Background: an optimization exercise with open tools, aiming at small area. Do not read the settings as production practice.
At most, simulation tests tie the RTL to the original design; equivalence was not proved.

==> v33 <==
Design anc_top, start of the top module:
module anc_top
(
    input  logic        clk,
    input  logic        rstn,
    input  logic        head_flag,
    input  anc_pkg::sample_t reff,
    input  anc_pkg::sample_t primary_a,
    input  anc_pkg::sample_t primary_b,
    output anc_pkg::sample_t dout,
    output logic        frame_done
);
==> module frame_sequencer, before the edit <==
module frame_sequencer
(
    input  logic       clk,
    input  logic       rstn,
    input  logic       head_flag,
    output logic       start,
    output logic       filter_en,
    output logic       update_en,
    output logic       out_load,
    output logic       last_upd
);
    logic [4:0] s;
    assign start     = (s == 5'd0) && head_flag;
    assign filter_en = (s >= 5'd2) && (s <= 5'd9);
    assign update_en = (s >= 5'd10) && (s <= 5'd17);
    assign out_load  = (s == 5'd10);
    assign last_upd  = (s == 5'd17);
    always_ff @(posedge clk or negedge rstn)
    begin
        if (!rstn)
            s <= 5'd0;
        else if (s == 5'd0)
        begin
            if (head_flag)
                s <= 5'd1;
        end
        else if (s == 5'd18)
        begin
            if (!head_flag)
                s <= 5'd0;
        end
        else
            s <= s + 5'd1;
    end
endmodule
==> module ref_delay_line, before the edit <==
module ref_delay_line
(
    input  logic               clk,
    input  logic               rstn,
    input  logic               start,
    input  logic signed [13:0] reff,
    input  logic [2:0]         ptr,
    output logic signed [13:0] x
);
    logic signed [13:0] ring [8];
    logic signed [13:0] xin;
    logic [2:0]         g;
    logic [3:0]         nf;
    logic               ins;
    assign ins = (ptr == ~g);
    always_ff @(posedge clk)
    begin
        ring[0] <= ins ? xin : ring[7];
        for (int i = 1; i < 8; i++)
            ring[i] <= ring[i-1];
    end
    always_ff @(posedge clk)
    begin
        if (start)
        begin
            xin <= reff;
            g   <= g + 3'd1;
        end
    end
    always_ff @(posedge clk or negedge rstn)
    begin
        if (!rstn)
            nf <= 4'd0;
        else if (start && !nf[3])
            nf <= nf + 4'd1;
    end
    always_ff @(posedge clk)
    begin
        if (!(nf[3] || (ptr < nf[2:0])))
            x <= 14'sd0;
        else if (ptr == 3'd0)
            x <= xin;
        else
            x <= ring[g];
    end
endmodule
==> module lms_channel, before the edit <==
module lms_channel
(
    input  logic               clk,
    input  logic               start,
    input  logic               filter_en,
    input  logic               update_en,
    input  logic               wv,
    input  logic signed [13:0] primary,
    input  logic [6:0]         neg,
    input  logic [6:0]         one,
    input  logic [6:0]         two,
    output logic signed [13:0] err
);
    logic signed [15:0] w [8];
    logic signed [32:0] acc;
    logic signed [15:0] w_rd;
    logic signed [15:0] m;
    logic signed [32:0] addend;
    logic signed [32:0] t;
    logic signed [20:0] y;
    assign w_rd = wv ? w[0] : 16'sd0;
    assign y = ~acc[32:12];
    always_comb
    begin
        if (y[20:13] != {8{y[13]}})
            err = y[20] ? -14'sd8192 : 14'sd8191;
        else
            err = y[13:0];
    end
    assign m      = filter_en ? w_rd : 16'(err);
    assign addend = update_en ? {2'b00, w_rd, 15'd0} : acc;
    anc_mac mac_i (
        .m   (m),
        .neg (neg),
        .one (one),
        .two (two),
        .add (addend),
        .t   (t)
    );
    always_ff @(posedge clk)
    begin
        if (start)
            acc <= {{7{~primary[13]}}, ~primary, 12'd0};
        else if (filter_en)
            acc <= t;
    end
    always_ff @(posedge clk)
    begin
        w[0] <= w[7];
        w[1] <= update_en ? t[30:15] : w[0];
        for (int i = 2; i < 8; i++)
            w[i] <= w[i-1];
    end
endmodule
clock: 12.0 ns
lec_check: 0
cap_margin: 20
core_margin: 2
core_utilization: 65
slew_margin: 20
standard.sh (not shown) runs the stock make flow with config.mk's settings and CLKGATE_MAP_FILE= SYNTH_SCRIPT=/design/flow/synth_recipe.tcl, a recipe that flattens the netlist after the stock synthesis.
==> flow/flow/run.sh <==
#!/bin/bash
# Layout flow: the standard synthesis and layout, with these changes.
#  1. After the standard synthesis (unchanged), flow/invopt.py chooses signal
#     polarities to save inverters: full-adder cells are self-dual, xor2/xnor2
#     and and/or-type cells have complemented twins, and half adders can be
#     rebuilt from an xor and a 2-input gate. Registers are not touched.
#  2. The layout then runs with the smallest port buffers and a coarser
#     clock tree without dummy loads (flow/layout_args.sh).
# Each step writes its full output to a log file in this folder.
set -euo pipefail
R=orfs/results/sky130hd/anc_top/base
bash standard.sh synth > synth.log 2>&1
cp $R/1_2_yosys.v 1_2_yosys_standard.v
python3 flow/invopt.py 1_2_yosys_standard.v $R/1_2_yosys.v > invopt.log 2>&1
touch $R/1_2_yosys.v
source flow/layout_args.sh
bash standard.sh "${LAYOUT_ARGS[@]}" finish > layout.log 2>&1
==> flow/flow/layout_args.sh <==
# make variables for the layout steps
LAYOUT_ARGS=(
  "BUFFER_PORTS_ARGS=-buffer_cell sky130_fd_sc_hd__buf_1"
  "CTS_ARGS=-sink_clustering_enable -repair_clock_nets -dont_use_dummy_load -buf_list sky130_fd_sc_hd__clkbuf_8 -sink_clustering_size 20 -sink_clustering_max_diameter 60"
)
Other scripts of this flow, unchanged in this note and not shown: flow/flow/invopt.py
==> v13: changes against v33 <==
--- a/flow/design.v
+++ b/flow/design.v
@@ -34,4 +34,19 @@
     assign start     = (s == 5'd0) && head_flag;
-    assign filter_en = (s >= 5'd2) && (s <= 5'd9);
-    assign update_en = (s >= 5'd10) && (s <= 5'd17);
+    logic       filt_q;
+    logic       upd_q;
+    assign filter_en = filt_q;
+    assign update_en = upd_q;
+    always_ff @(posedge clk or negedge rstn)
+    begin
+        if (!rstn)
+        begin
+            filt_q <= 1'b0;
+            upd_q  <= 1'b0;
+        end
+        else
+        begin
+            filt_q <= start || ((s >= 5'd1) && (s <= 5'd7));    
+            upd_q  <= (s >= 5'd9) && (s <= 5'd16);      
+        end
+    end
     assign out_load  = (s == 5'd10);
@@ -100,10 +115,10 @@
     end
-    always_ff @(posedge clk)
+    always_comb
     begin
         if (!(nf[3] || (ptr < nf[2:0])))
-            x <= 14'sd0;
+            x = 14'sd0;
         else if (ptr == 3'd0)
-            x <= xin;
+            x = xin;
         else
-            x <= ring[g];
+            x = ring[g];
     end
@@ -130,3 +145,3 @@
     logic signed [20:0] y;
-    assign w_rd = wv ? w[0] : 16'sd0;
+    assign w_rd = wv ? w[7] : 16'sd0;
     assign y = ~acc[32:12];
@@ -158,5 +173,4 @@
     begin
-        w[0] <= w[7];
-        w[1] <= update_en ? t[30:15] : w[0];
-        for (int i = 2; i < 8; i++)
+        w[0] <= update_en ? t[30:15] : w[7];
+        for (int i = 1; i < 8; i++)
             w[i] <= w[i-1];
==> flow/flow/layout_args.sh (replaced) <==
# make variables for the layout steps
LAYOUT_ARGS=(
  "BUFFER_PORTS_ARGS=-buffer_cell sky130_fd_sc_hd__buf_1"
  "CTS_ARGS=-sink_clustering_enable -repair_clock_nets -dont_use_dummy_load -buf_list sky130_fd_sc_hd__clkbuf_16 -sink_clustering_size 32 -sink_clustering_max_diameter 80"
)
==> comparison table <==
quantity                                               v13         v33
Outcome                           timing/DRC/antenna clean  timing/DRC/antenna clean
Timing-limited maximum frequency                  86.0 MHz    87.4 MHz
Detail-routed net length per standard cell         22.3 um     22.2 um
Post-route core utilization                          0.711       0.689
Total length of routed wires                     64,700 um   65,300 um
Syn Inst Count                                       2,305       2,423
Number of fill cells in the layout                   2,896       3,094
Net count after synthesis                            2,635       2,750
Resized Gates After CTS                                  6           0
Placer's final routability congestion estimate       0.909       0.939
Number of nets in the finished design                2,708       2,744
First-pass GRT wire length                      103,000 um  103,000 um
Function not checked in v13: the RTL went through the layout flow alone.

---

==> inputs of job 9655 <==
Another version of the RTL of anc_top (not shown whole).
==> module lms_channel, before the edit <==
module lms_channel
(
    input  logic               clk,
    input  logic               start,
    input  logic               filter_en,
    input  logic               update_en,
    input  logic               wv,
    input  logic signed [13:0] primary,
    input  logic [6:0]         neg,
    input  logic [6:0]         one,
    input  logic [6:0]         two,
    output logic signed [13:0] err
);
    logic signed [15:0] w [8];
    logic signed [32:0] acc;
    logic signed [15:0] w_rd;
    logic signed [15:0] m;
    logic signed [32:0] addend;
    logic signed [32:0] t;
    logic signed [20:0] y;
    assign w_rd = wv ? w[0] : 16'sd0;
    assign y = ~acc[32:12];
    always_comb
    begin
        if (y[20:13] != {8{y[13]}})
            err = y[20] ? -14'sd8192 : 14'sd8191;
        else
            err = y[13:0];
    end
    assign m      = filter_en ? w_rd : (update_en ? 16'(err) : 16'sd0);
    assign addend = update_en ? {2'b00, w_rd, 15'd0} : acc;
    anc_mac mac_i (
        .m   (m),
        .neg (neg),
        .one (one),
        .two (two),
        .add (addend),
        .t   (t)
    );
    always_ff @(posedge clk)
    begin
        if (start)
            acc <= {{7{~primary[13]}}, ~primary, 12'd0};
        else if (filter_en)
            acc <= t;
    end
    always_ff @(posedge clk)
    begin
        w[0] <= w[7];
        w[1] <= update_en ? t[30:15] : w[0];
        for (int i = 2; i < 8; i++)
            w[i] <= w[i-1];
    end
endmodule
clock: 12.0 ns
lec_check: 0
cap_margin: 20
core_margin: 2
core_utilization: 65
slew_margin: 20
Scripts as last shown in full above: flow/flow/run.sh
Other scripts of this flow, unchanged in this note and not shown: flow/flow/invopt.py, flow/flow/layout_args.sh
==> job 1877: changes against job 9655 <==
--- a/flow/design.v
+++ b/flow/design.v
@@ -139,3 +139,3 @@
     end
-    assign m      = filter_en ? w_rd : (update_en ? 16'(err) : 16'sd0);
+    assign m      = filter_en ? w_rd : 16'(err);
     assign addend = update_en ? {2'b00, w_rd, 15'd0} : acc;
==> run notes <==
|  | job 9655 | job 1877 |
|---|---|---|
| Outcome | timing/DRC/antenna clean | timing/DRC/antenna clean |
| HPWL after DPL | 49.9 mm | 47.8 mm |
| Met3 wire length | 5.05 mm | 3.88 mm |
| Post-route non-filler standard cell count | 3045 | 2936 |
| Post-route cell area | 28700 um2 | 27600 um2 |
| Floorplan core area | 40600 um2 | 39800 um2 |
| Count of mapped cells out of synthesis | 2435 | 2423 |
| Crit. path cell count | 39 | 38 |
| Share of final-layout standard cells stronger than drive strength 1 | 11.3% | 7.05% |
| Number of placed instances with taps included | 3012 | 2908 |
| Final design utilization | 70.7% | 69.4% |
| Synthesized netlist net count | 2766 | 2750 |
| Die Area | 42500 um2 | 42000 um2 |
| Y dimension of the die | 206 um | 205 um |
Only the layout flow was run in job 9655; the RTL was not checked for function there.

==> port drivers added, routing unchanged <==
In the flow no input, the clock included, has a driving cell. The finished layouts below were timed again as built, in two steps. Step 1, drivers: a clkbuf_16 drives clk and a buf_2 each remaining input, both assumed. Step 2, shift: input delay + t, output delay - t, t = (earliest + latest rising clock arrival at the registers) / 2. This alone moves slack from input paths to output paths. Slacks: ideal / step 1 / step 2; pairs: ideal / step 1.
run	t (ns)	setup WS [ns]	latest minus earliest clock arrival (ns)	cell pins on the clock port's net
v33	0.634	0.563 / 0.563 / 0.563	0.091 / 0.090	1
v13	0.634	0.367 / 0.367 / 0.367	0.090 / 0.090	1
job 9655	0.615	0.335 / 0.335 / 0.335	0.065 / 0.065	1
job 1877	0.627	0.485 / 0.485 / 0.485	0.072 / 0.071	1
After both steps setup and hold are still met in every run listed.
